What follows belongs to an exercise in optimizing a design on an open flow for a short achievable clock period and few clock cycles; a production flow would make more cautious choices.
Where RTL was checked, it was by simulation tests only, not by an equivalence proof against the original.
Only the layout flow was run in runs 1 to 4; the RTL was not checked for function there.
Power is estimated from default activity; no workload was simulated.

File: flow/flow/run.sh
#!/bin/bash
set -euo pipefail
bash standard.sh SETUP_SLACK_MARGIN=6 TNS_END_PERCENT=100 finish > standard.log 2>&1
File: flow/standard.sh
#!/bin/bash
# synth_recipe.tcl (not shown) runs the flow's synth.tcl, then flattens the netlist and writes it again
# the make line also repeats each setting of config.mk as NAME=value (left out here)
make -C /OpenROAD-flow-scripts/flow DESIGN_CONFIG=/design/flow/config.mk WORK_HOME=/design/flow/orfs CLKGATE_MAP_FILE= SYNTH_SCRIPT=/design/flow/synth_recipe.tcl "${@:-finish}"
File: flow/config.mk
export PLATFORM = sky130hd
export DESIGN_NAME = mips_core
export DESIGN_NICKNAME = mips_core
export VERILOG_FILES = /design/flow/design.v
export SDC_FILE = /design/flow/constraint.sdc
export NUM_CORES = 4
export LEC_CHECK = 0
export CAP_MARGIN = 20
export CORE_MARGIN = 2
export CORE_UTILIZATION = 60
export SLEW_MARGIN = 20
export SYNTH_HIERARCHICAL = 1
export SYNTH_MINIMUM_KEEP_SIZE = 0
File: flow/constraint.sdc
create_clock -name core_clock -period 9.0 [get_ports {clk}]
set_input_delay 1.8000 -clock core_clock [delete_from_list [all_inputs] [get_ports {clk}]]
set_output_delay 1.8000 -clock core_clock [all_outputs]
set_load 0.01 [all_outputs]
File: flow/design.v
package mips_isa_pkg;
	localparam int data_w     = 32;
	localparam int reg_addr_w = 5;
	localparam int imm_w      = 16;
	localparam int jidx_w     = 26;   
	localparam logic [data_w-1:0] pc_step  = 32'd4;
	localparam logic [data_w-1:0] reset_pc = 32'h0000_0000;
	typedef enum logic [5:0] {
		RTYPE = 6'b000000,
		J     = 6'b000010,
		BEQ   = 6'b000100,
		BNE   = 6'b000101,
		ADDI  = 6'b001000,
		ADDIU = 6'b001001,
		LW    = 6'b100011,
		SW    = 6'b101011
	} opcode_t;
	typedef enum logic [5:0] {
		ADD  = 6'b100000,
		ADDU = 6'b100001,
		SUB  = 6'b100010,
		SUBU = 6'b100011,
		AND  = 6'b100100,
		OR   = 6'b100101,
		SLT  = 6'b101010
	} funct_t;   
endpackage
package mips_pipe_pkg;
	typedef enum logic [2:0] {
		ALU_ADD,
		ALU_SUB,
		ALU_AND,
		ALU_OR,
		ALU_SLT
	} alu_op_t;
	typedef enum logic [1:0] {
		FWD_NONE,
		FWD_WB,
		FWD_MEM
	} fwd_sel_t;
	typedef struct packed {
		logic    regwrite;
		logic    memtoreg;
		logic    memwrite;
		logic    memread;     
		logic    branch;
		logic    branch_ne;   
		logic    jump;
		logic    alusrc;      
		logic    regdst;      
		alu_op_t alu_op;
	} ctrl_t;
	localparam ctrl_t ctrl_bubble = 12'd0;
endpackage
`timescale 1ns/10ps
module register_file (
	input  logic        clk,
	input  logic [4:0]  rd_addr_a,
	input  logic [4:0]  rd_addr_b,
	output logic [31:0] rd_data_a,
	output logic [31:0] rd_data_b,
	input  logic [4:0]  wr_addr,    
	input  logic [31:0] wr_data
);
	logic [31:0] regs [32];
	always_ff @(posedge clk) begin
		if (wr_addr != 5'd0)
			regs[wr_addr] <= wr_data;
	end
	assign rd_data_a = regs[rd_addr_a];
	assign rd_data_b = regs[rd_addr_b];
endmodule
`timescale 1ns/10ps
module ks_add #(
	parameter int W = 32
) (
	input  logic [W-1:0] a,
	input  logic [W-1:0] b,
	input  logic         cin,
	output logic [W-1:0] s,
	output logic         cout
);
	localparam int L = (W > 16) ? 5 : (W > 8) ? 4 : (W > 4) ? 3 : (W > 2) ? 2 : 1;   
	logic [W-1:0] p;
	logic [W-1:0] g [L+1];
	logic [W-1:0] q [L+1];   
	ks_p #(.W(W)) u_p (
		.a (a),
		.b (b),
		.p (p)
	);
	ks_g #(.W(W)) u_g (
		.a   (a),
		.b   (b),
		.cin (cin),
		.g   (g[0])
	);
	assign q[0] = {p[W-1:1], 1'b0};   
	for (genvar l = 0; l < L; l++) begin : g_lvl
		ks_lvl #(.W(W), .D(1 << l)) u_lvl (
			.gi (g[l]),
			.qi (q[l]),
			.go (g[l+1]),
			.qo (q[l+1])
		);
	end
	ks_p #(.W(W)) u_s (
		.a (p),
		.b ({g[L][W-2:0], cin}),
		.p (s)
	);
	assign cout = g[L][W-1];
endmodule
module ks_p #(
	parameter int W = 32
) (
	input  logic [W-1:0] a,
	input  logic [W-1:0] b,
	output logic [W-1:0] p
);
	assign p = a ^ b;
endmodule
module ks_g #(
	parameter int W = 32
) (
	input  logic [W-1:0] a,
	input  logic [W-1:0] b,
	input  logic         cin,
	output logic [W-1:0] g
);
	assign g[W-1:1] = a[W-1:1] & b[W-1:1];
	assign g[0]     = (a[0] & b[0]) | (a[0] & cin) | (b[0] & cin);
endmodule
module ks_lvl #(
	parameter int W = 32,
	parameter int D = 1
) (
	input  logic [W-1:0] gi,
	input  logic [W-1:0] qi,
	output logic [W-1:0] go,
	output logic [W-1:0] qo
);
	for (genvar i = 0; i < W; i++) begin : g_bit
		if (i >= D) begin : g_op
			assign go[i] = gi[i] | (qi[i] & gi[i-D]);
			assign qo[i] = qi[i] & qi[i-D];
		end else begin : g_pass
			assign go[i] = gi[i];
			assign qo[i] = qi[i];
		end
	end
endmodule
module mux2v #(
	parameter int W = 32
) (
	input  logic         s,
	input  logic [W-1:0] a,
	input  logic [W-1:0] b,
	output logic [W-1:0] y
);
	assign y = s ? a : b;
endmodule
module mux4h #(
	parameter int W = 32
) (
	input  logic [3:0]   s,
	input  logic [W-1:0] d0,
	input  logic [W-1:0] d1,
	input  logic [W-1:0] d2,
	input  logic [W-1:0] d3,
	output logic [W-1:0] y,
	output logic [W-1:0] yn
);
	assign y  = ({W{s[0]}} & d0) | ({W{s[1]}} & d1) | ({W{s[2]}} & d2) | ({W{s[3]}} & d3);
	assign yn = ~y;
endmodule
module eq_cmp #(
	parameter int W = 32
) (
	input  logic [W-1:0] a,
	input  logic [W-1:0] b,
	output logic         eq
);
	assign eq = a == b;
endmodule
module alu_res (
	input  logic        op_add,
	input  logic        op_and,
	input  logic        op_or,
	input  logic        op_slt,
	input  logic [31:0] sum,
	input  logic        slt,
	input  logic [31:0] a,
	input  logic [31:0] b,
	output logic [31:0] res,
	output logic [31:0] res_n
);
	logic [31:0] other;
	assign other = ({32{op_and}} & (a & b)) | ({32{op_or}} & (a | b)) | {31'd0, op_slt & slt};
	assign res   = op_add ? sum : other;
	assign res_n = ~res;
endmodule
`timescale 1ns/10ps
module mips_core (
	input  logic        clk,
	input  logic        rst,
	output logic [31:0] pc,
	input  logic [31:0] instr,
	output logic        memwrite,
	output logic [31:0] memaddr,
	output logic [31:0] memwritedata,
	input  logic [31:0] memreaddata
);
	logic        ex_br;         
	logic        ex_nk;         
	logic        ex_pred;
	logic [31:0] ex_pc4;        
	logic [15:0] ex_off;        
	logic        ex_load;
	logic        ex_store;
	logic [4:0]  ex_dst;
	logic        ex_sub;        
	logic        ex_op_and;
	logic        ex_op_or;
	logic        ex_op_slt;
	logic        ex_op_add;     
	logic [31:0] ex_a;          
	logic [31:0] ex_b;          
	logic [31:0] ex_bn;         
	logic        ex_sb_mp, ex_sb_mn, ex_sb_rp, ex_sb_rn;
	logic [31:0] ex_sd;         
	logic        ex_sa_mem, ex_ss_mem;   
	logic        ex_kill;       
	logic [31:0] mem_res;
	logic [31:0] mem_res_n;     
	logic [31:0] mem_sd;
	logic        mem_store;
	logic        mem_load;
	logic [4:0]  mem_dst;
	logic [31:0] wb_val;
	logic [4:0]  wb_dst;
	logic        stall;
	logic        mispredict;
	logic [31:0] pc4;
	logic [5:0]  f_op;
	logic        f_j;
	logic        f_br;
	logic        f_bpred;
	logic [7:0]  f_lo;
	logic        f_c;
	logic        f_short;       
	logic        f_take;        
	logic [31:0] f_jtarget;
	logic [21:0] pc_hi_inc;
	logic [21:0] pc_hi_dec;
	logic        f_use_bt;
	logic [31:0] f_other;
	logic [31:0] f_next;
	assign f_op = instr[31:26];
	assign f_j  = f_op == 6'b000010;
	assign f_br = f_op[5:1] == 5'b00010;
	assign f_bpred = instr[15] || f_op[0];
	ks_add #(.W(30)) f_inc (
		.a    (pc[31:2]),
		.b    (30'd0),
		.cin  (1'b1),
		.s    (pc4[31:2]),
		.cout ()
	);
	assign pc4[1:0] = pc[1:0];
	ks_add #(.W(8)) f_add (
		.a    (pc[9:2]),
		.b    (instr[7:0]),
		.cin  (1'b1),
		.s    (f_lo),
		.cout (f_c)
	);
	ks_add #(.W(22)) f_hinc (
		.a    (pc[31:10]),
		.b    (22'd0),
		.cin  (1'b1),
		.s    (pc_hi_inc),
		.cout ()
	);
	ks_add #(.W(22)) f_dec (
		.a    (pc[31:10]),
		.b    (22'h3fffff),
		.cin  (1'b0),
		.s    (pc_hi_dec),
		.cout ()
	);
	assign f_short = (instr[15:7] == 9'h000) || (instr[15:7] == 9'h1ff);
	assign f_take  = f_bpred && f_short;
	assign f_jtarget = {pc4[31:28], instr[25:0], 2'b00};
	assign f_other  = f_j ? f_jtarget : pc4;
	assign f_use_bt = !f_j && f_br && f_take;
	logic [21:0] f_next_hi1, f_next_hi0, f_next_hi;
	logic [31:0] pc_d;
	assign f_next_hi1 = f_use_bt ? (instr[7] ? pc[31:10] : pc_hi_inc) : f_other[31:10];
	assign f_next_hi0 = f_use_bt ? (instr[7] ? pc_hi_dec : pc[31:10]) : f_other[31:10];
	mux2v #(.W(22)) f_hsel (
		.s (f_c),
		.a (f_next_hi1),
		.b (f_next_hi0),
		.y (f_next_hi)
	);
	assign f_next = {f_next_hi, f_use_bt ? f_lo : f_other[9:2], pc[1:0]};
	mux2v #(.W(32)) f_msel (
		.s (mispredict),
		.a (x_alt),
		.b (f_next),
		.y (pc_d)
	);
	always_ff @(posedge clk) begin
		if (rst)
			pc <= 32'd0;
		else if (!stall)
			pc <= pc_d;
	end
	logic [5:0]  d_op;
	logic [5:0]  d_fn;
	logic [4:0]  d_rs, d_rt, d_rd;
	logic        d_rtype, d_addi, d_load, d_store, d_br;
	logic        d_fadd, d_fsub, d_fand, d_for, d_fslt;
	logic [4:0]  d_dst;
	logic        d_use_rs, d_use_rt;
	logic [31:0] d_ra, d_rb;
	assign d_op = instr[31:26];
	assign d_fn = instr[5:0];
	assign d_rs = instr[25:21];
	assign d_rt = instr[20:16];
	assign d_rd = instr[15:11];
	assign d_rtype = d_op == 6'b000000;
	assign d_addi  = d_op[5:1] == 5'b00100;
	assign d_load  = d_op == 6'b100011;
	assign d_store = d_op == 6'b101011;
	assign d_br    = d_op[5:1] == 5'b00010;
	assign d_fadd  = d_rtype && d_fn[5:1] == 5'b10000;
	assign d_fsub  = d_rtype && d_fn[5:1] == 5'b10001;
	assign d_fand  = d_rtype && d_fn == 6'b100100;
	assign d_for   = d_rtype && d_fn == 6'b100101;
	assign d_fslt  = d_rtype && d_fn == 6'b101010;
	always_comb begin
		if (d_fadd || d_fsub || d_fand || d_for || d_fslt)
			d_dst = d_rd;
		else if (d_addi || d_load)
			d_dst = d_rt;
		else
			d_dst = 5'd0;
	end
	assign d_use_rs = d_rtype || d_addi || d_load || d_store || d_br;
	assign d_use_rt = d_rtype || d_store || d_br;
	assign stall = ex_load && !ex_kill && ex_dst != 5'd0 &&
		((d_use_rs && ex_dst == d_rs) || (d_use_rt && ex_dst == d_rt));
	register_file rf0 (
		.clk       (clk),
		.rd_addr_a (d_rs),
		.rd_addr_b (d_rt),
		.rd_data_a (d_ra),
		.rd_data_b (d_rb),
		.wr_addr   (wb_dst),
		.wr_data   (wb_val)
	);
	always_ff @(posedge clk) begin
		if (rst || stall) begin
			ex_br    <= 1'b0;
			ex_load  <= 1'b0;
			ex_store <= 1'b0;
			ex_dst   <= 5'd0;
		end else begin
			ex_br    <= d_br;
			ex_load  <= d_load;
			ex_store <= d_store;
			ex_dst   <= d_dst;
		end
	end
	always_ff @(posedge clk) begin
		if (rst)
			ex_kill <= 1'b0;
		else
			ex_kill <= mispredict;
	end
	logic        d_sub, d_alusrc;
	logic        d_fa_mem, d_fa_wb, d_fb_mem, d_fb_wb;
	logic [31:0] d_wb_next, d_a, d_b;
	assign d_sub     = d_fsub || d_fslt;
	assign d_alusrc  = !d_rtype && !d_br;
	assign d_fa_mem  = d_rs != 5'd0 && !ex_kill && ex_dst == d_rs;
	assign d_fa_wb   = d_rs != 5'd0 && mem_dst == d_rs;
	assign d_fb_mem  = d_rt != 5'd0 && !ex_kill && ex_dst == d_rt;
	assign d_fb_wb   = d_rt != 5'd0 && mem_dst == d_rt;
	assign d_wb_next = mem_load ? memreaddata : mem_res;
	logic        d_wt_a, d_wt_b;
	logic [31:0] d_bn, d_bx;
	assign d_wt_a = d_rs != 5'd0 && wb_dst == d_rs && !d_fa_wb;
	assign d_wt_b = d_rt != 5'd0 && wb_dst == d_rt && !d_fb_wb;
	mux4h #(.W(32)) d_amux (
		.s  ({1'b0, d_fa_wb, d_wt_a, d_rs != 5'd0 && !d_fa_wb && !d_wt_a}),
		.d0 (d_ra),
		.d1 (wb_val),
		.d2 (d_wb_next),
		.d3 (32'd0),
		.y  (d_a),
		.yn ()
	);
	mux4h #(.W(32)) d_bmux (
		.s  ({1'b0, d_fb_wb, d_wt_b, d_rt != 5'd0 && !d_fb_wb && !d_wt_b}),
		.d0 (d_rb),
		.d1 (wb_val),
		.d2 (d_wb_next),
		.d3 (32'd0),
		.y  (d_b),
		.yn (d_bn)
	);
	mux4h #(.W(32)) d_bxmux (
		.s  ({d_alusrc, d_fb_wb && !d_alusrc, d_wt_b && !d_alusrc,
		      d_rt != 5'd0 && !d_fb_wb && !d_wt_b && !d_alusrc}),
		.d0 (d_rb),
		.d1 (wb_val),
		.d2 (d_wb_next),
		.d3 ({{16{instr[15]}}, instr[15:0]}),
		.y  (d_bx),
		.yn ()
	);
	always_ff @(posedge clk) begin
		ex_nk     <= d_op[0] ^ f_take;
		ex_pred   <= f_take;
		ex_pc4    <= pc4;
		ex_off    <= instr[15:0];
		ex_sub    <= d_sub;
		ex_op_and <= d_fand;
		ex_op_or  <= d_for;
		ex_op_slt <= d_fslt;
		ex_op_add <= !(d_fand || d_for || d_fslt);
		ex_a      <= d_a;
		ex_b      <= d_bx;
		ex_bn     <= d_bn;
		ex_sb_mp  <= !d_alusrc && !d_sub && d_fb_mem;
		ex_sb_mn  <= !d_alusrc && d_sub && d_fb_mem;
		ex_sb_rp  <= d_alusrc || (!d_sub && !d_fb_mem);
		ex_sb_rn  <= !d_alusrc && d_sub && !d_fb_mem;
		ex_sd     <= d_b;
		ex_sa_mem <= d_fa_mem;
		ex_ss_mem <= d_fb_mem;
	end
	logic [31:0] x_a, x_b, x_sd, x_sum, x_res;
	logic        x_cout, x_slt;
	logic [31:0] x_res_n;
	logic        x_eq;
	mux2v #(.W(32)) x_amux (
		.s (ex_sa_mem),
		.a (mem_res),
		.b (ex_a),
		.y (x_a)
	);
	mux4h #(.W(32)) x_bmux (
		.s  ({ex_sb_rn, ex_sb_rp, ex_sb_mn, ex_sb_mp}),
		.d0 (mem_res),
		.d1 (mem_res_n),
		.d2 (ex_b),
		.d3 (ex_bn),
		.y  (x_b),
		.yn ()
	);
	mux2v #(.W(32)) x_sdmux (
		.s (ex_ss_mem),
		.a (mem_res),
		.b (ex_sd),
		.y (x_sd)
	);
	ks_add #(.W(32)) x_add (
		.a    (x_a),
		.b    (x_b),
		.cin  (ex_sub),
		.s    (x_sum),
		.cout (x_cout)
	);
	assign x_slt = x_a[31] ^ x_b[31] ^ x_cout;
	alu_res x_rmux (
		.op_add (ex_op_add),
		.op_and (ex_op_and),
		.op_or  (ex_op_or),
		.op_slt (ex_op_slt),
		.sum    (x_sum),
		.slt    (x_slt),
		.a      (x_a),
		.b      (x_b),
		.res    (x_res),
		.res_n  (x_res_n)
	);
	logic [31:0] x_btarget, x_alt;
	ks_add #(.W(30)) x_badd (
		.a    (ex_pc4[31:2]),
		.b    ({{14{ex_off[15]}}, ex_off}),
		.cin  (1'b0),
		.s    (x_btarget[31:2]),
		.cout ()
	);
	assign x_btarget[1:0] = ex_pc4[1:0];
	assign x_alt          = ex_pred ? ex_pc4 : x_btarget;
	eq_cmp #(.W(32)) x_cmp (
		.a  (x_a),
		.b  (x_sd),
		.eq (x_eq)
	);
	assign mispredict = ex_br && !ex_kill && (x_eq != ex_nk);
	always_ff @(posedge clk) begin
		if (rst) begin
			mem_store <= 1'b0;
			mem_load  <= 1'b0;
			mem_dst   <= 5'd0;
		end else begin
			mem_store <= ex_store && !ex_kill;
			mem_load  <= ex_load && !ex_kill;
			mem_dst   <= ex_kill ? 5'd0 : ex_dst;
		end
	end
	always_ff @(posedge clk) begin
		mem_res   <= x_res;
		mem_res_n <= x_res_n;
		mem_sd    <= x_sd;
	end
	assign memwrite     = mem_store;
	assign memaddr      = mem_res;
	assign memwritedata = mem_sd;
	always_ff @(posedge clk) begin
		if (rst)
			wb_dst <= 5'd0;
		else
			wb_dst <= mem_dst;
	end
	always_ff @(posedge clk) begin
		wb_val <= mem_load ? memreaddata : mem_res;
	end
endmodule
==> flow_summary_export.csv, run 1 <==
group,metric,value,unit
power_and_ir_drop,intPower,15.56,mW
global_routing,track_usage,43.07,%
power_and_ir_drop,seqPwrFrac,37.5,%
clock_tree,clkSlewWorstSetupHoldPaths,0.06,ns
floorplanning,num_rows,131,
placement,placed_area,80770,µm²
setup_path,path_buf_inv,4,
sta,tightest_slew,1.127,ns
setup_path,cp_slowest_cell,"dfxtp_4",
sta,tns,0,ns
sta,whs,0.4579,ns
placement,dp_hpwl,161500,µm
setup_path,cp.arrival,4.38,ns
route,first_iter_violations,8927,
setup_path,critPathTopFamily,"simple AND/OR/NAND/NOR gates",
final_layout,instances_no_fill,8904,
synthesis,syn-cell-area,77480,µm²
route,via_per_inst,6.827,
floorplanning,die_height,363.3,µm
sta,maxSlewHeadroom,24.77,%
floorplanning,io_pins,163,
setup_path,worstPathRequired,9.70,ns
setup_path,end_kind,"flop",
setup_path,critPathKind,"flop to flop",
clock_tree,clock_latency,0.79,ns
floorplanning,die_w,363.3,µm
run_status,status,"finished clean",
global_routing,grt-ovfl-total,0,
power_and_ir_drop,leakage,39.00,nW
clock_tree,cts_tree,"yes",
global_routing,grt_pass1_vias,58270,
setup_path,crit_chain,"buf_16, mux2_4, xor2_1, nor4_2, nand4_1, nor2_4, xnor2_2, nor3b_2, buf_6, buf_12, buf_16, mux2_4, nand2_1, or3_1, o211ai_1",
sta,worst_slack,5.318,ns
sta,fin_crit,3.682,ns
synthesis,synth_warnings,24,
floorplanning,start_util,60.60,%
sta,fin_worst_skew,0.03134,ns
placement,numPortBuffers,162,
floorplanning,coreArea,127800,µm²
synthesis,avgSynthCellArea,11.75,µm²
run,drv_cap,0,
power_and_ir_drop,irDropWorstVdd,0.2230,mV
placement,place_ws,3.191,ns
setup_path,crit_fanout,8,
sta,finalHoldViolations,0,
clock_tree,numCtsBuffers,149,
global_routing,grt_pass1_wl,408200,µm
route,vias,60790,
clock_tree,ctsLongestPathBuffers,3,
route,wl_per_cell,33.59,µm
placement,dp.cells,8251,
setup_path,max_stage_delay,0.47,ns
final_layout,fin_area,92940,µm²
clock_tree,clock_sinks,1394,
clock_tree,h-tree-depth,4,
final_layout,nets,7176,
power_and_ir_drop,power.density,258.2,nW/µm²
power_and_ir_drop,p_sw_share,35.15,%
placement,gp_congestion,0.9879,
final_layout,drive_gt1_share,21.10,%
synthesis,syn_inst,6595,
clock_tree,root_buffer,"clkbuf_16",
route,ant_nets,0,
power_and_ir_drop,p_comb_share,36.9,%
route,remaining_drc_errors,0,
sta,fin_crit_sh,40.91,%
power_and_ir_drop,pwr-share-clk,25.6,%
global_routing,grt_max_degree,96,
floorplanning,dieArea,132000,µm²
sta,clock.fmax,271.6,MHz
route,drtPass1Iterations,8,
sta,slew_violations,0,
sta,final-setup-viol-count,0,
worst_hold_path,min_path_type,"flop to flop",
sta,rsz0062_at_grt,"yes",
route,routed_wl,299100,µm
setup_path,cp-start-kind,"flop",
clock_tree,holdBufCountCts,0,
global_routing,antenna_found_initial,15,
power_and_ir_drop,p_sw,8.433,mW
final_layout,syn_to_final_growth,19.96,%
-- power by group through the flow --
| stage | logic [mW] | registers, mW | clock network (mW) |
|---|---|---|---|
| after floorplan | 5.32 | 9.06 | 0 |
| after global placement | 7.40 | 9.10 | 0 |
| after detailed placement | 7.45 | 9.12 | 0 |
| after CTS | 8.38 | 8.96 | 6.12 |
| after global routing | 9.28 | 9.05 | 6.38 |
| final | 8.85 | 9.01 | 6.13 |
-- metrics by stage --
step	util [%]	power, mW
floorplan	-	14.38
global placement	63.17	16.49
detailed placement	63.18	16.56
CTS	71.24	23.47
global route	72.69	24.70
finish	72.70	23.99
-- state kept, by name, summed over array words and instances, names as in the netlist, 5 cells and up --
signal and cells:
mem_res 32, mem_dst 5, rf0.regs 1024, wb_val 32, ex_dst 5, ex_pc4 32
ex_bn 32, mem_res_n 32, ex_b 32, mem_sd 32, ex_sd 32, ex_a 32
pc 32, ex_off 16, wb_dst 5
-- layout make-up --
| type | instances | area (µm²) |
|---|---|---|
| Antenna cell | 11 | 27.53 |
| Clock inverter | 70 | 658.1 |
| Timing Repair Buffer | 651 | 8762 |
| Tap cell | 1662 | 2079 |
| Multi-Input combinational cell | 4909 | 38840 |
| Clock buffer | 202 | 4123 |
| Fill cell | 8894 | 34910 |
| Sequential cell | 1394 | 38430 |
| Inverter | 5 | 21.27 |
-- timing repair --
action | CTS | global route
resized for setup | 997 | 184
gates cloned | 70 | 28
endpoints found under the setup margin | 305 | 292
pin swaps | 103 | 70
buffers inserted | 219 | 53
-- layer usage --
| layer | share of wire, % | routed length, µm | up-vias | track usage (%) |
|---|---|---|---|---|
| met1 | 36 | 108400 | 29910 | 54.52 |
| li1 | - | - | 25580 | - |
| met4 | 7.8 | 23230 | 6 | 28.03 |
| met5 | 0.014 | 43 | - | 0 |
| met2 | 44 | 130100 | 4246 | 65.63 |
| met3 | 12 | 37300 | 1048 | 11.08 |
-- final timing paths --
kind | slack [ns] | cells past startpoint | start | endpoint
worst min register to register | 0.46 | 1 | ex_store$_SDFF_PP0_ | mem_store$_SDFF_PP0_
worst max register to register | 5.32 | 15 | ex_ss_mem$_DFF_P_ | pc[24]$_SDFFE_PP0N_
worst min-delay path | 0.46 | 1 | ex_store$_SDFF_PP0_ | mem_store$_SDFF_PP0_
worst max-delay path | 5.32 | 15 | ex_ss_mem$_DFF_P_ | pc[24]$_SDFFE_PP0N_
-- cell usage in the layout, fill, tap and decap left out, drive strengths merged, types with 252 or more instances in the layout --
cell type	n
xor2	334
nand2	383
dfxtp	370
buf	560
conb	261
a21o	523
a22oi	578
and2	568
edfxtp	1024
nand3	252
mux2i	1068
-- worst reg2reg max path, stage by stage (launching register included) --
cell and delay [ns]:
dfxtp_4 0.47, buf_16 0.22, mux2_4 0.34, xor2_1 0.23
nor4_2 0.43, nand4_1 0.22, nor2_4 0.26, xnor2_2 0.13
nor3b_2 0.19, buf_6 0.18, buf_12 0.13, buf_16 0.16
mux2_4 0.17, nand2_1 0.06, or3_1 0.33, o211ai_1 0.10
==> inputs of run 2 (changes only) <==
--- a/flow/design.v
+++ b/flow/design.v
@@ -259,7 +259,7 @@
 	assign f_op = instr[31:26];
 	assign f_j  = f_op == 6'b000010;
 	assign f_br = f_op[5:1] == 5'b00010;
-	assign f_bpred = instr[15] || f_op[0];
+	assign f_bpred = (instr[25:21] == instr[20:16]) ? !f_op[0] : (instr[15] || f_op[0]);
 	ks_add #(.W(30)) f_inc (
 		.a    (pc[31:2]),
 		.b    (30'd0),
==> flow_summary_export.csv, run 2 <==
group,metric,value,unit
run,drv_cap,0,
setup_path,cp.arrival,4.27,ns
global_routing,grt_pass1_wl,423200,µm
final_layout,nFillCells,8542,
route,routed_wl,310300,µm
floorplanning,coreArea,127700,µm²
route,first_iter_violations,9498,
run_status,status,"finished clean",
floorplanning,die_height,363.0,µm
route,via_per_inst,6.884,
synthesis,syn_inst,6497,
global_routing,grt-ovfl-total,0,
final_layout,layout_commonest_cell,"mux2i_1",
clock_tree,holdBufCountCts,0,
clock_tree,ctsLongestPathBuffers,3,
route,wl_per_cell,34.89,µm
placement,numPortBuffers,162,
power_and_ir_drop,irDropWorstVdd,0.1802,mV
final_layout,fin_area,94200,µm²
sta,final-setup-viol-count,0,
floorplanning,io_pins,163,
global_routing,antenna_found_initial,3,
route,drtPass1Iterations,6,
setup_path,crit_fanout,9,
floorplanning,start_util,60.57,%
setup_path,end_kind,"flop",
floorplanning,num_rows,131,
setup_path,critPathKind,"input port to flop",
floorplanning,die_w,363.0,µm
sta,finalHoldViolations,0,
setup_path,max_stage_delay,0.84,ns
final_layout,regMostFlops,"rf0.regs",
synthesis,synth_warnings,24,
sta,fin_crit,3.653,ns
clock_tree,clock_sinks,1394,
final_layout,syn_to_final_growth,21.80,%
route,remaining_drc_errors,0,
global_routing,grt_max_degree,96,
clock_tree,clock_latency,0.80,ns
clock_tree,cts_tree,"yes",
placement,gp_congestion,0.9729,
final_layout,nets,7176,
setup_path,worstPathRequired,9.62,ns
sta,rsz0062_at_grt,"yes",
route,vias,61230,
sta,tightest_slew,1.191,ns
clock_tree,root_buffer,"clkbuf_16",
setup_path,cp-start-kind,"input port",
clock_tree,numCtsBuffers,148,
worst_hold_path,min_path_type,"flop to flop",
final_layout,largest_reg_flops,1024,
setup_path,crit_chain,"buf_6, buf_8, buf_6, buf_8, buf_4, nand2b_4, buf_12, a21oi_1, a31oi_1, nand3_1, a22oi_2, nand2_1",
sta,fin_worst_skew,0.03539,ns
power_and_ir_drop,power.density,242.9,nW/µm²
sta,slew_violations,0,
setup_path,path_buf_inv,6,
sta,maxSlewHeadroom,20.58,%
placement,dp_hpwl,157000,µm
route,ant_nets,0,
sta,clock.fmax,273.8,MHz
power_and_ir_drop,leakage,40.02,nW
sta,tns,0,ns
final_layout,final_cell_mix,"1142 x mux2i_1, 1024 x edfxtp_1, 556 x and2_1",
sta,fin_crit_sh,40.58,%
clock_tree,clkSlewWorstSetupHoldPaths,0.06,ns
clock_tree,h-tree-depth,4,
synthesis,syn-cell-area,77340,µm²
setup_path,critPathTopFamily,"compound AO/OA/AOI/OAI gates",
floorplanning,dieArea,131800,µm²
setup_path,cp_slowest_cell,"a22oi_2",
final_layout,drive_gt1_share,22.53,%
global_routing,track_usage,45.17,%
global_routing,grt_pass1_vias,58550,
placement,placed_area,80510,µm²
synthesis,avgSynthCellArea,11.90,µm²
==> run 2: metal layers <==
metal  wire length, µm  track usage [%]
met1            109700            57.20
met2            135300            68.19
met3             41100            11.51
met4             24180            30.95
met5                16                0
==> run 2: worst paths after layout <==
kind                 startpoint                 end  slack, ns  cells past startpoint
max                   instr[25]     ex_a[3]$_DFF_P_       5.35                     12
min          pc[1]$_SDFFE_PP0N_   ex_pc4[1]$_DFF_P_       0.48                      1
max reg2reg   ex_ss_mem$_DFF_P_  pc[2]$_SDFFE_PP0N_       5.52                     17
min reg2reg  pc[1]$_SDFFE_PP0N_   ex_pc4[1]$_DFF_P_       0.48                      1
==> run 2: layout make-up <==
type / count / area [µm²] / area share (%)
clock inverters: 67 / 676.9 / 0.7186
diodes: 2 / 5.005 / 0.005313
clock buffers: 203 / 4145 / 4.400
multi-input cells: 4822 / 38960 / 41.36
well taps: 1662 / 2079 / 2.208
flip-flops and latches: 1394 / 38440 / 40.81
inverters: 5 / 18.77 / 0.01992
repair buffers: 739 / 9871 / 10.48
==> run 2: where the power goes <==
group,internal [mW],switching (mW)
clock network,3.52,2.65
logic,3.26,4.73
registers,8.17,0.551
==> run 2: metrics by stage <==
step | power (mW) | instances | hold WS [ns] | worst slack (ns) | util, %
after global routing | 23.45 | 8893 | 0.4869 | 5.327 | 73.77
after detailed placement | 15.50 | 8159 | 0.3879 | 3.145 | 63.05
after global placement | 15.43 | 8159 | 0.3780 | 3.190 | 63.05
after floorplan | 13.42 | 6755 | 0.3641 | 4.959 | -
after CTS | 22.32 | 8776 | 0.4748 | 5.435 | 71.98
final | 22.88 | 8894 | 0.4756 | 5.347 | 73.78
==> run 2: what timing repair did <==
item                       in CTS  in global routing
setup endpoints to repair     316                328
gates cloned                   89                 15
setup buffers                 258                100
resized for setup            1044                218
pin swaps                     109                145
hold endpoints to repair        0                  0
==> inputs of run 3 (changes only) <==
--- a/flow/design.v
+++ b/flow/design.v
@@ -200,6 +200,19 @@
 	assign res   = op_add ? sum : other;
 	assign res_n = ~res;
 endmodule
+module inc_add #(
+	parameter int W = 30
+) (
+	input  logic [W-1:0] a,
+	output logic [W-1:0] s
+);
+	logic [W-1:0] c;
+	assign c[0] = 1'b1;
+	for (genvar i = 1; i < W; i++) begin : g_c
+		assign c[i] = &a[i-1:0];
+	end
+	assign s = a ^ c;
+endmodule
 `timescale 1ns/10ps
 module mips_core (
 	input  logic        clk,
@@ -214,6 +227,8 @@
 	logic        ex_br;         
 	logic        ex_nk;         
 	logic        ex_pred;
+	logic        ex_bne;
+	logic        ex_hi_mis;     
 	logic [31:0] ex_pc4;        
 	logic [15:0] ex_off;        
 	logic        ex_load;
@@ -247,12 +262,8 @@
 	logic        f_br;
 	logic        f_bpred;
 	logic [7:0]  f_lo;
-	logic        f_c;
-	logic        f_short;       
 	logic        f_take;        
 	logic [31:0] f_jtarget;
-	logic [21:0] pc_hi_inc;
-	logic [21:0] pc_hi_dec;
 	logic        f_use_bt;
 	logic [31:0] f_other;
 	logic [31:0] f_next;
@@ -260,12 +271,9 @@
 	assign f_j  = f_op == 6'b000010;
 	assign f_br = f_op[5:1] == 5'b00010;
 	assign f_bpred = (instr[25:21] == instr[20:16]) ? !f_op[0] : (instr[15] || f_op[0]);
-	ks_add #(.W(30)) f_inc (
-		.a    (pc[31:2]),
-		.b    (30'd0),
-		.cin  (1'b1),
-		.s    (pc4[31:2]),
-		.cout ()
+	inc_add #(.W(30)) f_inc (
+		.a (pc[31:2]),
+		.s (pc4[31:2])
 	);
 	assign pc4[1:0] = pc[1:0];
 	ks_add #(.W(8)) f_add (
@@ -273,38 +281,14 @@
 		.b    (instr[7:0]),
 		.cin  (1'b1),
 		.s    (f_lo),
-		.cout (f_c)
-	);
-	ks_add #(.W(22)) f_hinc (
-		.a    (pc[31:10]),
-		.b    (22'd0),
-		.cin  (1'b1),
-		.s    (pc_hi_inc),
 		.cout ()
 	);
-	ks_add #(.W(22)) f_dec (
-		.a    (pc[31:10]),
-		.b    (22'h3fffff),
-		.cin  (1'b0),
-		.s    (pc_hi_dec),
-		.cout ()
-	);
-	assign f_short = (instr[15:7] == 9'h000) || (instr[15:7] == 9'h1ff);
-	assign f_take  = f_bpred && f_short;
+	assign f_take    = f_bpred;
 	assign f_jtarget = {pc4[31:28], instr[25:0], 2'b00};
 	assign f_other  = f_j ? f_jtarget : pc4;
 	assign f_use_bt = !f_j && f_br && f_take;
-	logic [21:0] f_next_hi1, f_next_hi0, f_next_hi;
+	assign f_next   = {f_other[31:10], f_use_bt ? f_lo : f_other[9:2], pc[1:0]};
 	logic [31:0] pc_d;
-	assign f_next_hi1 = f_use_bt ? (instr[7] ? pc[31:10] : pc_hi_inc) : f_other[31:10];
-	assign f_next_hi0 = f_use_bt ? (instr[7] ? pc_hi_dec : pc[31:10]) : f_other[31:10];
-	mux2v #(.W(22)) f_hsel (
-		.s (f_c),
-		.a (f_next_hi1),
-		.b (f_next_hi0),
-		.y (f_next_hi)
-	);
-	assign f_next = {f_next_hi, f_use_bt ? f_lo : f_other[9:2], pc[1:0]};
 	mux2v #(.W(32)) f_msel (
 		.s (mispredict),
 		.a (x_alt),
@@ -422,8 +406,20 @@
 		.y  (d_bx),
 		.yn ()
 	);
+	logic [7:0] d_tlo;
+	logic       d_tc, d_hi_same;
+	ks_add #(.W(8)) d_tadd (
+		.a    (pc4[9:2]),
+		.b    (instr[7:0]),
+		.cin  (1'b0),
+		.s    (d_tlo),
+		.cout (d_tc)
+	);
+	assign d_hi_same = d_tc ? (instr[15:8] == 8'hff) : (instr[15:8] == 8'h00);
 	always_ff @(posedge clk) begin
 		ex_nk     <= d_op[0] ^ f_take;
+		ex_bne    <= d_op[0];
+		ex_hi_mis <= f_take && !d_hi_same;
 		ex_pred   <= f_take;
 		ex_pc4    <= pc4;
 		ex_off    <= instr[15:0];
@@ -497,13 +493,15 @@
 		.cout ()
 	);
 	assign x_btarget[1:0] = ex_pc4[1:0];
-	assign x_alt          = ex_pred ? ex_pc4 : x_btarget;
+	logic x_taken;
+	assign x_taken = x_eq ^ ex_bne;
+	assign x_alt   = (ex_pred && !(ex_hi_mis && x_taken)) ? ex_pc4 : x_btarget;
 	eq_cmp #(.W(32)) x_cmp (
 		.a  (x_a),
 		.b  (x_sd),
 		.eq (x_eq)
 	);
-	assign mispredict = ex_br && !ex_kill && (x_eq != ex_nk);
+	assign mispredict = ex_br && !ex_kill && ((x_eq != ex_nk) || ex_hi_mis);
 	always_ff @(posedge clk) begin
 		if (rst) begin
 			mem_store <= 1'b0;
==> flow_summary_export.csv, run 3 <==
group,metric,value,unit
power_and_ir_drop,leakage,34.98,nW
route,wl_per_cell,34.40,µm
placement,numPortBuffers,162,
setup_path,crit_fanout,8,
floorplanning,die_height,348.1,µm
sta,final-setup-viol-count,0,
power_and_ir_drop,p_comb_share,19.5,%
setup_path,critPathKind,"flop to flop",
clock_tree,ctsLongestPathBuffers,3,
run_status,status,"finished clean",
sta,fin_worst_skew,0.03614,ns
clock_tree,holdBufCountCts,0,
clock_tree,cts_tree,"yes",
sta,maxSlewHeadroom,17.80,%
clock_tree,h-tree-depth,4,
global_routing,antenna_found_initial,12,
route,vias,54570,
clock_tree,root_buffer,"clkbuf_16",
synthesis,syn_inst,5706,
clock_tree,numCtsBuffers,151,
route,routed_wl,269400,µm
global_routing,grt_pass1_vias,51510,
final_layout,layout_commonest_cell,"edfxtp_1",
route,first_iter_violations,8253,
setup_path,end_kind,"flop",
clock_tree,clkSlewWorstSetupHoldPaths,0.06,ns
final_layout,largest_reg_flops,1024,
setup_path,worstPathRequired,9.62,ns
power_and_ir_drop,power.density,215.8,nW/µm²
sta,tightest_slew,1.231,ns
sta,clock.fmax,269.7,MHz
sta,fin_crit_sh,41.20,%
sta,rsz0062_at_grt,"yes",
synthesis,syn-cell-area,71030,µm²
floorplanning,dieArea,121200,µm²
global_routing,grt-ovfl-total,0,
power_and_ir_drop,totalPowerFinal,18.56,mW
clock_tree,clock_sinks,1396,
sta,slew_violations,0,
route,drtPass1Iterations,6,
power_and_ir_drop,irDropWorstVdd,0.2878,mV
power_and_ir_drop,p_sw_share,29.33,%
power_and_ir_drop,intPower,13.12,mW
power_and_ir_drop,seqPwrFrac,46.5,%
final_layout,final_cell_mix,"1024 x edfxtp_1, 1023 x mux2i_1, 480 x a22oi_1",
placement,gp_congestion,0.9330,
sta,finalHoldViolations,0,
final_layout,syn_to_final_growth,21.04,%
floorplanning,start_util,60.32,%
run,drv_cap,0,
route,remaining_drc_errors,0,
floorplanning,coreArea,117800,µm²
final_layout,drive_gt1_share,22.57,%
placement,dp_hpwl,137600,µm
floorplanning,num_rows,126,
route,via_per_inst,6.967,
power_and_ir_drop,p_sw,5.442,mW
power_and_ir_drop,pwr-share-clk,34.0,%
setup_path,cp.arrival,4.32,ns
final_layout,nets,6233,
synthesis,synth_warnings,20,
setup_path,cp-start-kind,"flop",
sta,tns,0,ns
clock_tree,clock_latency,0.79,ns
setup_path,r2r_slack,5.29,ns
floorplanning,die_w,348.1,µm
global_routing,grt_pass1_wl,358800,µm
synthesis,avgSynthCellArea,12.45,µm²
sta,fin_crit,3.708,ns
route,ant_nets,0,
final_layout,regMostFlops,"rf0.regs",
final_layout,fin_util,73.01,%
global_routing,track_usage,41.25,%
floorplanning,io_pins,163,
final_layout,nFillCells,7958,
global_routing,grt_max_degree,96,
worst_hold_path,min_path_type,"flop to flop",
## run 3: cell type report
| type | instances | area [µm²] | area share (%) |
|---|---|---|---|
| tap | 1536 | 1922 | 2.235 |
| antenna | 8 | 20.02 | 0.02328 |
| inverter | 7 | 26.28 | 0.03056 |
| clock buffer | 216 | 4350 | 5.060 |
| clock inverter | 63 | 635.6 | 0.7393 |
| multi-input combinational | 3978 | 32330 | 37.61 |
| sequential | 1396 | 38470 | 44.74 |
| timing repair buffer | 628 | 8222 | 9.563 |
## run 3: power by group through the flow
stage | clock network (mW) | registers [mW] | logic [mW]
after floorplan | 0 | 8.69 | 1.55
after global placement | 0 | 8.68 | 2.86
after detailed placement | 0 | 8.70 | 2.89
after CTS | 6.29 | 8.60 | 3.28
after global routing | 6.56 | 8.66 | 3.73
final | 6.30 | 8.63 | 3.62
## run 3: final timing paths
check | startpoint | end | cells past startpoint
setup / recovery | ex_ss_mem$_DFF_P_ | pc[16]$_SDFFE_PP0N_ | 17
hold / removal | ex_load$_SDFF_PP0_ | mem_load$_SDFF_PP0_ | 1
setup reg to reg | ex_ss_mem$_DFF_P_ | pc[16]$_SDFFE_PP0N_ | 17
hold reg to reg | ex_load$_SDFF_PP0_ | mem_load$_SDFF_PP0_ | 1
## run 3: critical path, stage by stage (launching register included)
cell and delay [ns]:
dfxtp_4 0.44, buf_16 0.17, buf_12 0.14, mux2_4 0.34, xor2_4 0.21, nor4_4 0.32
nand4_1 0.19, nor2_4 0.30, buf_6 0.15, xor2_2 0.14, nor2_2 0.07, nor3b_4 0.20
buf_6 0.17, buf_12 0.11, buf_16 0.14, mux2_4 0.31, nand3_2 0.07, a21oi_1 0.07
## run 3: layer usage
metal / GRT usage [%] / share of wire (%) / routed length [µm]
met5: 0 / 0.022 / 58
met3: 8.463 / 12 / 33260
met1: 55.71 / 37 / 100600
met2: 62.17 / 43 / 116400
met4: 23.52 / 7.1 / 19080
## run 3: what timing repair did
item	in CTS	in global routing
gates cloned	53	31
endpoints found under the hold margin	0	0
endpoints found under the setup margin	314	342
setup buffers	169	111
gates resized for setup	926	226
pin swaps	97	141
## run 3: per-stage QoR
stage,setup slack (ns),cells,cell area (µm²),hold slack (ns)
2_1_floorplan,5.405,5814,72060,0.3602
3_3_place_gp,2.962,7181,73870,0.3684
3_5_place_dp,2.991,7181,73870,0.3779
4_1_cts,5.429,7682,83140,0.4695
5_1_grt,5.275,7826,85960,0.4851
6_report,5.292,7832,85980,0.4653
==> inputs of run 4 (changes only) <==
--- a/flow/design.v
+++ b/flow/design.v
@@ -270,7 +270,7 @@
 	assign f_op = instr[31:26];
 	assign f_j  = f_op == 6'b000010;
 	assign f_br = f_op[5:1] == 5'b00010;
-	assign f_bpred = (instr[25:21] == instr[20:16]) ? !f_op[0] : (instr[15] || f_op[0]);
+	assign f_bpred = instr[15] || f_op[0];
 	inc_add #(.W(30)) f_inc (
 		.a (pc[31:2]),
 		.s (pc4[31:2])
==> flow_summary_export.csv, run 4 <==
group,metric,value,unit
run_status,status,"finished clean",
power_and_ir_drop,pwr-share-clk,33.3,%
global_routing,track_usage,44.21,%
worst_hold_path,hold_depth,1,
power_and_ir_drop,power.density,216.8,nW/µm²
synthesis,synth_warnings,20,
floorplanning,coreArea,117800,µm²
setup_path,cp_slowest_cell,"nor4_4",
clock_tree,cts_tree,"yes",
route,first_iter_violations,8755,
setup_path,crit_chain,"buf_12, mux2_4, xor2_1, nor4_4, nand4_1, nor2_4, xor2_1, nand2_1, nand2_4, buf_6, buf_12, buf_16, mux2_4, mux2_4, or2b_2, o2bb2ai_2",
floorplanning,start_util,60.38,%
power_and_ir_drop,intPower,12.86,mW
final_layout,drive_gt1_share,22.49,%
synthesis,syn-cell-area,71110,µm²
route,remaining_drc_errors,0,
route,drtPass1Iterations,9,
sta,tns,0,ns
placement,numPortBuffers,162,
setup_path,end_kind,"flop",
power_and_ir_drop,p_comb_share,18.5,%
sta,fin_crit,3.810,ns
placement,gp_congestion,0.9666,
power_and_ir_drop,seqPwrFrac,48.2,%
clock_tree,root_buffer,"clkbuf_16",
route,wl_per_cell,36.37,µm
setup_path,path_depth,16,
power_and_ir_drop,irDropWorstVdd,0.1937,mV
setup_path,max_stage_delay,0.46,ns
global_routing,grt_pass1_wl,379100,µm
sta,maxSlewHeadroom,31.42,%
route,routed_wl,280600,µm
sta,fin_crit_sh,42.33,%
route,via_per_inst,6.991,
floorplanning,die_height,348.3,µm
floorplanning,dieArea,121300,µm²
global_routing,grt-ovfl-total,0,
clock_tree,ctsLongestPathBuffers,3,
final_layout,nets,6125,
setup_path,critPathTopFamily,"simple AND/OR/NAND/NOR gates",
sta,rsz0062_at_grt,"yes",
setup_path,path_common_cell,"mux2_4",
placement,dp.cells,7147,
clock_tree,holdBufCountCts,0,
setup_path,worstPathRequired,9.64,ns
synthesis,avgSynthCellArea,12.55,µm²
final_layout,largest_reg_flops,1024,
clock_tree,numCtsBuffers,150,
power_and_ir_drop,p_sw_share,30.09,%
setup_path,path_buf_inv,4,
global_routing,grt_max_degree,96,
route,vias,53950,
clock_tree,clock_latency,0.78,ns
final_layout,final_cell_mix,"1030 x mux2i_1, 1024 x edfxtp_1, 436 x a22oi_1",
worst_hold_path,min_path_type,"flop to flop",
final_layout,fin_area,84880,µm²
power_and_ir_drop,p_sw,5.536,mW
placement,dp_hpwl,146800,µm
floorplanning,num_rows,126,
sta,fin_worst_skew,0.03080,ns
setup_path,crit_fanout,8,
floorplanning,die_w,348.3,µm
final_layout,regMostFlops,"rf0.regs",
setup_path,critPathKind,"flop to flop",
setup_path,cp-start-kind,"flop",
final_layout,instances_no_fill,7716,
power_and_ir_drop,leakage,34.52,nW
global_routing,grt_pass1_vias,51680,
floorplanning,io_pins,163,
setup_path,r2r_cells,16,
sta,slew_violations,0,
synthesis,syn_inst,5666,
clock_tree,clkSlewWorstSetupHoldPaths,0.06,ns
clock_tree,clock_sinks,1396,
clock_tree,h-tree-depth,4,
run,drv_cap,0,
sta,clock.fmax,262.5,MHz
placement,placed_area,74300,µm²
route,ant_nets,0,
sta,whs,0.4211,ns
final_layout,syn_to_final_growth,19.36,%
global_routing,antenna_found_initial,15,
setup_path,cp.arrival,4.45,ns
final_layout,layout_commonest_cell,"mux2i_1",
sta,finalHoldViolations,0,
sta,final-setup-viol-count,0,
sta,tightest_slew,1.029,ns
## run 4: worst paths after layout
| check | from | end | slack (ns) |
|---|---|---|---|
| worst max-delay path | ex_sa_mem$_DFF_P_ | pc[27]$_SDFFE_PP0N_ | 5.19 |
| worst max register to register | ex_sa_mem$_DFF_P_ | pc[27]$_SDFFE_PP0N_ | 5.19 |
| worst min register to register | ex_store$_SDFF_PP0_ | mem_store$_SDFF_PP0_ | 0.42 |
| worst min-delay path | ex_store$_SDFF_PP0_ | mem_store$_SDFF_PP0_ | 0.42 |
## run 4: layer usage
metal / vias to the layer above / part of all wire, % / track usage [%]
met4: 18 / 8.6 / 31.80
met3: 989 / 14 / 13.54
met5: - / 0.045 / 0
met2: 4017 / 42 / 63.92
met1: 26620 / 36 / 56.41
li1: 22300 / - / -
## run 4: cell type report
class | count | area, µm²
clock buffer | 213 | 4267
timing repair buffer | 559 | 7238
multi-input combinational | 3942 | 32380
inverter | 5 | 18.77
fill | 8098 | 32890
antenna | 4 | 10.01
sequential | 1396 | 38480
tap | 1536 | 1922
clock inverter | 61 | 553.0
## run 4: worst register-to-register path: stages (launching register included)
cell	delay, ns
dfxtp_4	0.43
buf_12	0.19
mux2_4	0.37
xor2_1	0.18
nor4_4	0.46
nand4_1	0.22
nor2_4	0.26
xor2_1	0.19
nand2_1	0.12
nand2_4	0.14
buf_6	0.12
buf_12	0.10
buf_16	0.14
mux2_4	0.31
mux2_4	0.26
or2b_2	0.17
o2bb2ai_2	0.06
## run 4: power by group through the flow
stage | Sequential, mW | Combinational, mW | Clock (mW)
CTS | 8.81 | 3.12 | 6.13
global placement | 8.87 | 2.78 | 0
finish | 8.86 | 3.40 | 6.13
global route | 8.89 | 3.50 | 6.37
detailed placement | 8.90 | 2.79 | 0
floorplan | 8.71 | 1.59 | 0
## run 4: stage by stage
step,utilization [%],power (mW),setup slack (ns)
global placement,63.09,11.65,3.584
global route,72.07,18.76,5.143
CTS,70.75,18.05,5.330
finish,72.07,18.40,5.190
floorplan,-,10.30,5.571
detailed placement,63.09,11.69,3.539
## run 4: what timing repair did
action,CTS,global route
resized for setup,913,150
buffers inserted,163,52
setup endpoints to repair,313,298
pin swaps,81,67
cloned,54,22
==> inputs of run 5 (changes only) <==
--- a/flow/design.v
+++ b/flow/design.v
@@ -270,7 +270,7 @@
 	assign f_op = instr[31:26];
 	assign f_j  = f_op == 6'b000010;
 	assign f_br = f_op[5:1] == 5'b00010;
-	assign f_bpred = instr[15] || f_op[0];
+	assign f_bpred = (instr[25:21] == instr[20:16]) ? !f_op[0] : (instr[15] || f_op[0]);
 	inc_add #(.W(30)) f_inc (
 		.a (pc[31:2]),
 		.s (pc4[31:2])
@@ -496,11 +496,23 @@
 	logic x_taken;
 	assign x_taken = x_eq ^ ex_bne;
 	assign x_alt   = (ex_pred && !(ex_hi_mis && x_taken)) ? ex_pc4 : x_btarget;
-	eq_cmp #(.W(32)) x_cmp (
-		.a  (x_a),
-		.b  (x_sd),
-		.eq (x_eq)
+	logic x_eq_rr, x_eq_mr, x_eq_rm;
+	eq_cmp #(.W(32)) x_cmp_rr (
+		.a  (ex_a),
+		.b  (ex_sd),
+		.eq (x_eq_rr)
+	);
+	eq_cmp #(.W(32)) x_cmp_mr (
+		.a  (mem_res),
+		.b  (ex_sd),
+		.eq (x_eq_mr)
+	);
+	eq_cmp #(.W(32)) x_cmp_rm (
+		.a  (ex_a),
+		.b  (mem_res),
+		.eq (x_eq_rm)
 	);
+	assign x_eq = ex_sa_mem ? (ex_ss_mem || x_eq_mr) : (ex_ss_mem ? x_eq_rm : x_eq_rr);
 	assign mispredict = ex_br && !ex_kill && ((x_eq != ex_nk) || ex_hi_mis);
 	always_ff @(posedge clk) begin
 		if (rst) begin
--- a/flow/config.mk
+++ b/flow/config.mk
@@ -7,7 +7,7 @@
 export LEC_CHECK = 0
 export CAP_MARGIN = 20
 export CORE_MARGIN = 2
-export CORE_UTILIZATION = 60
+export CORE_UTILIZATION = 50
 export SLEW_MARGIN = 20
 export SYNTH_HIERARCHICAL = 1
 export SYNTH_MINIMUM_KEEP_SIZE = 0
==> flow_summary_export.csv, run 5 <==
group,metric,value,unit
floorplanning,die_w,383.5,µm
sta,fin_worst_skew,0.03867,ns
clock_tree,root_buffer,"clkbuf_16",
global_routing,grt-ovfl-total,0,
clock_tree,cts_tree,"yes",
setup_path,cp_slowest_cell,"dfxtp_1",
worst_hold_path,min-delay-start,"ex_store$_SDFF_PP0_",
sta,final-setup-viol-count,0,
route,vias,55900,
setup_path,max_stage_delay,0.57,ns
clock_tree,holdBufCountCts,0,
setup_path,end_kind,"flop",
clock_tree,numCtsBuffers,155,
run_status,status,"finished clean",
power_and_ir_drop,p_sw_share,31.37,%
synthesis,syn_inst,5802,
setup_path,cp.arrival,3.95,ns
setup_path,r2r_slack,5.71,ns
power_and_ir_drop,intPower,13.35,mW
sta,maxSlewHeadroom,34.35,%
setup_path,path_common_cell,"buf_12",
floorplanning,start_util,50.25,%
power_and_ir_drop,pwr-share-clk,33.7,%
placement,gp_congestion,0.9133,
route,via_per_inst,6.723,
route,wl_per_cell,36.55,µm
floorplanning,die_height,383.5,µm
sta,tns,0,ns
worst_hold_path,min_path_type,"flop to flop",
clock_tree,clock_sinks,1396,
final_layout,regMostFlops,"rf0.regs",
power_and_ir_drop,p_comb_share,19.9,%
setup_path,cp-start-kind,"flop",
placement,dp_hpwl,160700,µm
route,routed_wl,304000,µm
power_and_ir_drop,irDropWorstVdd,0.1978,mV
setup_path,r2r_end,"pc[9]$_SDFFE_PP0N_",
setup_path,crit_chain,"xor2_1, nor4_2, nand4_1, nor2_1, mux2i_1, mux2i_4, buf_12, xnor2_2, o21ai_2, buf_6, buf_12, mux2_2, mux2_4, nand3_2, a21oi_2",
clock_tree,ctsLongestPathBuffers,3,
setup_path,crit_fanout,8,
final_layout,layout_commonest_cell,"edfxtp_1",
clock_tree,clock_latency,0.83,ns
final_layout,nets,6351,
final_layout,largest_reg_flops,1024,
floorplanning,num_rows,139,
route,drtPass1Iterations,8,
setup_path,critPathKind,"flop to flop",
sta,whs,0.4234,ns
synthesis,avgSynthCellArea,12.41,µm²
power_and_ir_drop,p_sw,6.103,mW
placement,numPortBuffers,162,
global_routing,grt_pass1_vias,52160,
route,first_iter_violations,8122,
global_routing,grt_max_degree,96,
global_routing,grt_pass1_wl,400200,µm
clock_tree,clkSlewWorstSetupHoldPaths,0.06,ns
sta,slew_violations,0,
floorplanning,io_pins,163,
route,remaining_drc_errors,0,
floorplanning,dieArea,147100,µm²
sta,rsz0062_at_grt,"yes",
sta,tightest_slew,0.9824,ns
sta,clock.fmax,303.8,MHz
route,ant_nets,0,
synthesis,syn-cell-area,72010,µm²
floorplanning,coreArea,143300,µm²
setup_path,crit_end,"pc[9]$_SDFFE_PP0N_",
setup_path,timing.rr.start,"ex_sd[13]$_DFF_P_",
sta,fin_crit_sh,36.57,%
global_routing,track_usage,38.48,%
setup_path,critPathLaunch,"ex_sd[13]$_DFF_P_",
setup_path,r2r_cells,15,
final_layout,syn_to_final_growth,22.25,%
final_layout,final_cell_mix,"1024 x edfxtp_1, 1015 x mux2i_1, 495 x a22oi_1",
sta,fin_crit,3.291,ns
clock_tree,h-tree-depth,4,
power_and_ir_drop,leakage,35.62,nW
sta,finalHoldViolations,0,
power_and_ir_drop,power.density,221.0,nW/µm²
run,drv_cap,0,
global_routing,antenna_found_initial,11,
final_layout,drive_gt1_share,24.18,%
setup_path,worstPathRequired,9.66,ns
power_and_ir_drop,seqPwrFrac,46.4,%
synthesis,synth_warnings,20,
run 5: metal layers:
metal | vias to the layer above | wire [µm] | global-route usage, %
li1 | 22970 | - | -
met1 | 27900 | 112500 | 50.81
met2 | 4071 | 131700 | 57.74
met3 | 946 | 38540 | 9.312
met4 | 10 | 21100 | 22.31
met5 | - | 100 | 0
run 5: cell type report:
cell class,instances,area [µm²]
Tap cell,1903,2381
Clock inverter,80,924.6
Inverter,8,30.03
Sequential cell,1396,38540
Timing Repair Buffer,650,8697
Antenna cell,3,7.507
Clock buffer,206,4272
Multi-Input combinational cell,4069,33170
Fill cell,11130,55280
run 5: worst min path at each step:
stage          depth (start not counted)              endpoint  slack, ns
2_1_floorplan                          0     ex_pc4[0]$_DFF_P_       0.36
3_3_place_gp                           0     ex_pc4[0]$_DFF_P_       0.37
3_5_place_dp                           0     ex_pc4[0]$_DFF_P_       0.38
4_1_cts                                1  mem_store$_SDFF_PP0_       0.43
5_1_grt                                1  mem_store$_SDFF_PP0_       0.45
6_report                               1  mem_store$_SDFF_PP0_       0.42
run 5: through the flow:
stage,setup slack (ns),util [%],power (mW),instances,instance area (µm²)
2_1_floorplan,5.377,-,10.43,5910,72810
3_3_place_gp,3.090,52.37,11.94,7643,75050
3_5_place_dp,3.013,52.43,11.98,7646,75130
4_1_cts,5.793,59.28,19.00,8172,84960
5_1_grt,5.674,61.42,19.85,8312,88020
6_report,5.709,61.42,19.46,8315,88020
run 5: timing repair:
action | 4_1_cts | 5_1_grt
gates resized for setup | 1011 | 280
endpoints found under the hold margin | 0 | 0
cloned | 58 | 40
buffers inserted | 182 | 100
pin swaps | 74 | 131
setup endpoints to repair | 413 | 301
run 5: critical path: cells and delay by family, from the launching register on:
| family | cells | cell delay, ns |
|---|---|---|
| muxes | 4 | 0.93 |
| and+or+nand+nor | 4 | 0.68 |
| xor gates and xnor gates | 2 | 0.20 |
| AOI/OAI and AO/OA | 2 | 0.25 |
| buffers and inverters | 3 | 0.48 |
| DFF | 1 | 0.57 |
run 5: power by group through the flow:
stage               logic, mW  clock network, mW  registers, mW
floorplan                1.66                  0           8.77
CTS                      3.49               6.57           8.94
global placement         2.78                  0           9.17
global route             3.98               6.83           9.04
finish                   3.87               6.56           9.02
detailed placement       2.80                  0           9.18
Testbench counts of run 5, summed over its fixed seeds: cycles 26,129.
==> inputs of run 6 (changes only) <==
--- a/flow/config.mk
+++ b/flow/config.mk
@@ -7,7 +7,7 @@
 export LEC_CHECK = 0
 export CAP_MARGIN = 20
 export CORE_MARGIN = 2
-export CORE_UTILIZATION = 50
+export CORE_UTILIZATION = 60
 export SLEW_MARGIN = 20
 export SYNTH_HIERARCHICAL = 1
 export SYNTH_MINIMUM_KEEP_SIZE = 0
==> flow_summary_export.csv, run 6 <==
group,metric,value,unit
global_routing,grt-ovfl-total,0,
power_and_ir_drop,power.density,220.1,nW/µm²
route,wl_per_cell,34.63,µm
final_layout,nets,6300,
final_layout,fin_area,87060,µm²
route,vias,54760,
placement,numPortBuffers,162,
clock_tree,holdBufCountCts,0,
final_layout,syn_to_final_growth,20.90,%
worst_hold_path,whs_endpoint,"mem_store$_SDFF_PP0_",
clock_tree,clkSlewWorstSetupHoldPaths,0.06,ns
final_layout,nFillCells,8085,
setup_path,cp-start-kind,"flop",
setup_path,max_stage_delay,0.40,ns
synthesis,avgSynthCellArea,12.41,µm²
placement,dp.cells,7345,
sta,finalHoldViolations,0,
power_and_ir_drop,leakage,35.23,nW
run,drv_cap,0,
setup_path,r2r_slack,5.65,ns
setup_path,cp_slowest_cell,"nor4_2",
placement,place_ws,3.453,ns
final_layout,largest_reg_flops,1024,
floorplanning,dieArea,122800,µm²
floorplanning,die_w,350.4,µm
setup_path,path_buf_inv,3,
worst_hold_path,min-delay-start,"ex_store$_SDFF_PP0_",
global_routing,track_usage,42.86,%
placement,gp_congestion,0.9487,
clock_tree,clock_sinks,1396,
global_routing,grt_max_degree,96,
final_layout,instances_no_fill,7967,
setup_path,worstPathRequired,9.64,ns
power_and_ir_drop,pwr-share-clk,33.6,%
clock_tree,clock_latency,0.80,ns
synthesis,syn_inst,5802,
global_routing,antenna_found_initial,11,
setup_path,critPathTopFamily,"multiplexers",
setup_path,cp.arrival,3.98,ns
floorplanning,num_rows,127,
setup_path,r2r_cells,15,
global_routing,grt_pass1_wl,374200,µm
clock_tree,numCtsBuffers,149,
route,first_iter_violations,7705,
setup_path,timing.rr.start,"mem_res[29]$_DFF_P_",
setup_path,end_kind,"flop",
placement,placed_area,74720,µm²
final_layout,final_cell_mix,"1024 x edfxtp_1, 1017 x mux2i_1, 454 x a22oi_1",
sta,tns,0,ns
final_layout,layout_commonest_cell,"edfxtp_1",
sta,rsz0062_at_grt,"yes",
worst_hold_path,min_path_type,"flop to flop",
sta,worst_slack,5.654,ns
placement,dp_hpwl,141400,µm
final_layout,regMostFlops,"rf0.regs",
worst_hold_path,hold_depth,1,
floorplanning,coreArea,119500,µm²
synthesis,synth_warnings,20,
sta,fin_crit_sh,37.18,%
route,ant_nets,0,
sta,clock.fmax,298.9,MHz
route,remaining_drc_errors,0,
power_and_ir_drop,seqPwrFrac,46.0,%
sta,tightest_slew,1.034,ns
setup_path,crit_chain,"buf_12, xor2_2, nor4_2, nand4_1, nor2_2, mux2i_2, mux2i_4, xnor2_2, o21ai_2, buf_6, buf_12, mux2_4, mux2_4, nand3_2, a21oi_2",
setup_path,crit_fanout,8,
synthesis,syn-cell-area,72010,µm²
clock_tree,h-tree-depth,4,
global_routing,grt_pass1_vias,52390,
setup_path,r2r_end,"pc[25]$_SDFFE_PP0N_",
route,drtPass1Iterations,6,
clock_tree,cts_tree,"yes",
floorplanning,io_pins,163,
power_and_ir_drop,p_sw_share,30.43,%
power_and_ir_drop,intPower,13.33,mW
run_status,status,"finished clean",
clock_tree,root_buffer,"clkbuf_16",
sta,final-setup-viol-count,0,
route,via_per_inst,6.873,
floorplanning,die_height,350.4,µm
sta,fin_crit,3.346,ns
power_and_ir_drop,p_sw,5.832,mW
sta,slew_violations,0,
final_layout,drive_gt1_share,24.01,%
power_and_ir_drop,irDropWorstVdd,0.1982,mV
setup_path,critPathKind,"flop to flop",
route,routed_wl,275900,µm
clock_tree,ctsLongestPathBuffers,3,
sta,fin_worst_skew,0.03237,ns
power_and_ir_drop,p_comb_share,20.4,%
floorplanning,start_util,60.26,%
sta,maxSlewHeadroom,31.07,%
==> run 6: worst max path at each step <==
| stage | startpoint | to | slack (ns) | cells past startpoint |
|---|---|---|---|---|
| 6_report | mem_res[29]$_DFF_P_ | pc[25]$_SDFFE_PP0N_ | 5.65 | 15 |
| 4_1_cts | mem_res[24]$_DFF_P_ | pc[31]$_SDFFE_PP0N_ | 5.75 | 15 |
| 5_1_grt | mem_res[29]$_DFF_P_ | pc[31]$_SDFFE_PP0N_ | 5.67 | 15 |
| 2_1_floorplan | instr[17] | pc[2]$_SDFFE_PP0N_ | 5.38 | 9 |
| 3_5_place_dp | instr[18] | ex_bn[28]$_DFF_P_ | 3.45 | 8 |
| 3_3_place_gp | instr[18] | ex_bn[28]$_DFF_P_ | 3.51 | 8 |
==> run 6: power by group through the flow <==
stage / Sequential (mW) / Combinational, mW / Clock, mW
after floorplan: 8.77 / 1.66 / 0
after global placement: 8.94 / 2.84 / 0
after detailed placement: 8.96 / 2.86 / 0
after CTS: 8.77 / 3.56 / 6.43
after global routing: 8.85 / 4.04 / 6.69
final: 8.82 / 3.91 / 6.43
==> run 6: repair_timing <==
action	4_1_cts	5_1_grt
cloned	73	21
buffers inserted	196	55
endpoints found under the setup margin	316	295
gates resized for setup	1053	201
pin swaps	132	123
==> run 6: per-layer routing <==
metal,track usage [%],part of all wire (%),vias to the layer above
met3,10.27,12,1051
met1,53.59,35,27010
met4,29.18,8.5,6
li1,-,-,22880
met5,0,0.016,-
met2,66.17,44,3819
==> run 6: final cells by class <==
| cell class | count | area [µm²] | share of cell area, % |
|---|---|---|---|
| diodes | 3 | 7.507 | 0.008623 |
| clock buffers | 197 | 4123 | 4.736 |
| clock inverters | 77 | 968.4 | 1.112 |
| inverters | 8 | 30.03 | 0.03449 |
| multi-input cells | 4075 | 33600 | 38.59 |
| flip-flops and latches | 1396 | 38500 | 44.22 |
| well taps | 1612 | 2017 | 2.317 |
| repair buffers | 599 | 7814 | 8.976 |
==> run 6: stage by stage <==
stage / utilization (%) / total power [mW] / hold WS, ns
after floorplan: - / 10.43 / 0.3602
after global placement: 62.53 / 11.78 / 0.3662
after detailed placement: 62.53 / 11.83 / 0.3731
after CTS: 71.34 / 18.76 / 0.4266
after global routing: 72.85 / 19.57 / 0.4492
final: 72.85 / 19.16 / 0.4220

[what the ideal ports hide]
The results above use ideal ports. As a check the final layouts listed here were re-extracted and re-timed, cells and wires unchanged. Step 1 sets driving cells, clkbuf_16 on the clock port and buf_2 on the other inputs (assumed; they add their load-dependent delay and slew). Step 2 times the ports against the registers' clock, not the clock port: input delays grow and output delays shrink by t, the midpoint of the rising clock arrivals with the driver on. Slacks: ideal ports / drivers / drivers and shift; pairs: ideal ports / drivers.
run	t (ns)	setup WS [ns]	hold WS [ns]	worst setup path at the end
run 1	0.865	5.318 / 5.318 / 4.613	0.458 / 0.458 / 0.458	input to register
run 2	0.875	5.347 / 5.262 / 4.387	0.476 / 0.476 / 0.476	input to register
run 3	0.853	5.292 / 5.292 / 4.736	0.465 / 0.465 / 0.465	input to register
run 4	0.845	5.190 / 5.190 / 4.625	0.421 / 0.421 / 0.421	input to register
run 5	0.897	5.709 / 5.698 / 4.821	0.423 / 0.423 / 0.423	input to register
run 6	0.866	5.654 / 5.626 / 4.760	0.422 / 0.422 / 0.422	input to register
After both steps setup and hold are still met in every run listed. The setup slack of run 2, which loses most, moves by -0.085 ns with the drivers and by -0.960 ns with both steps.
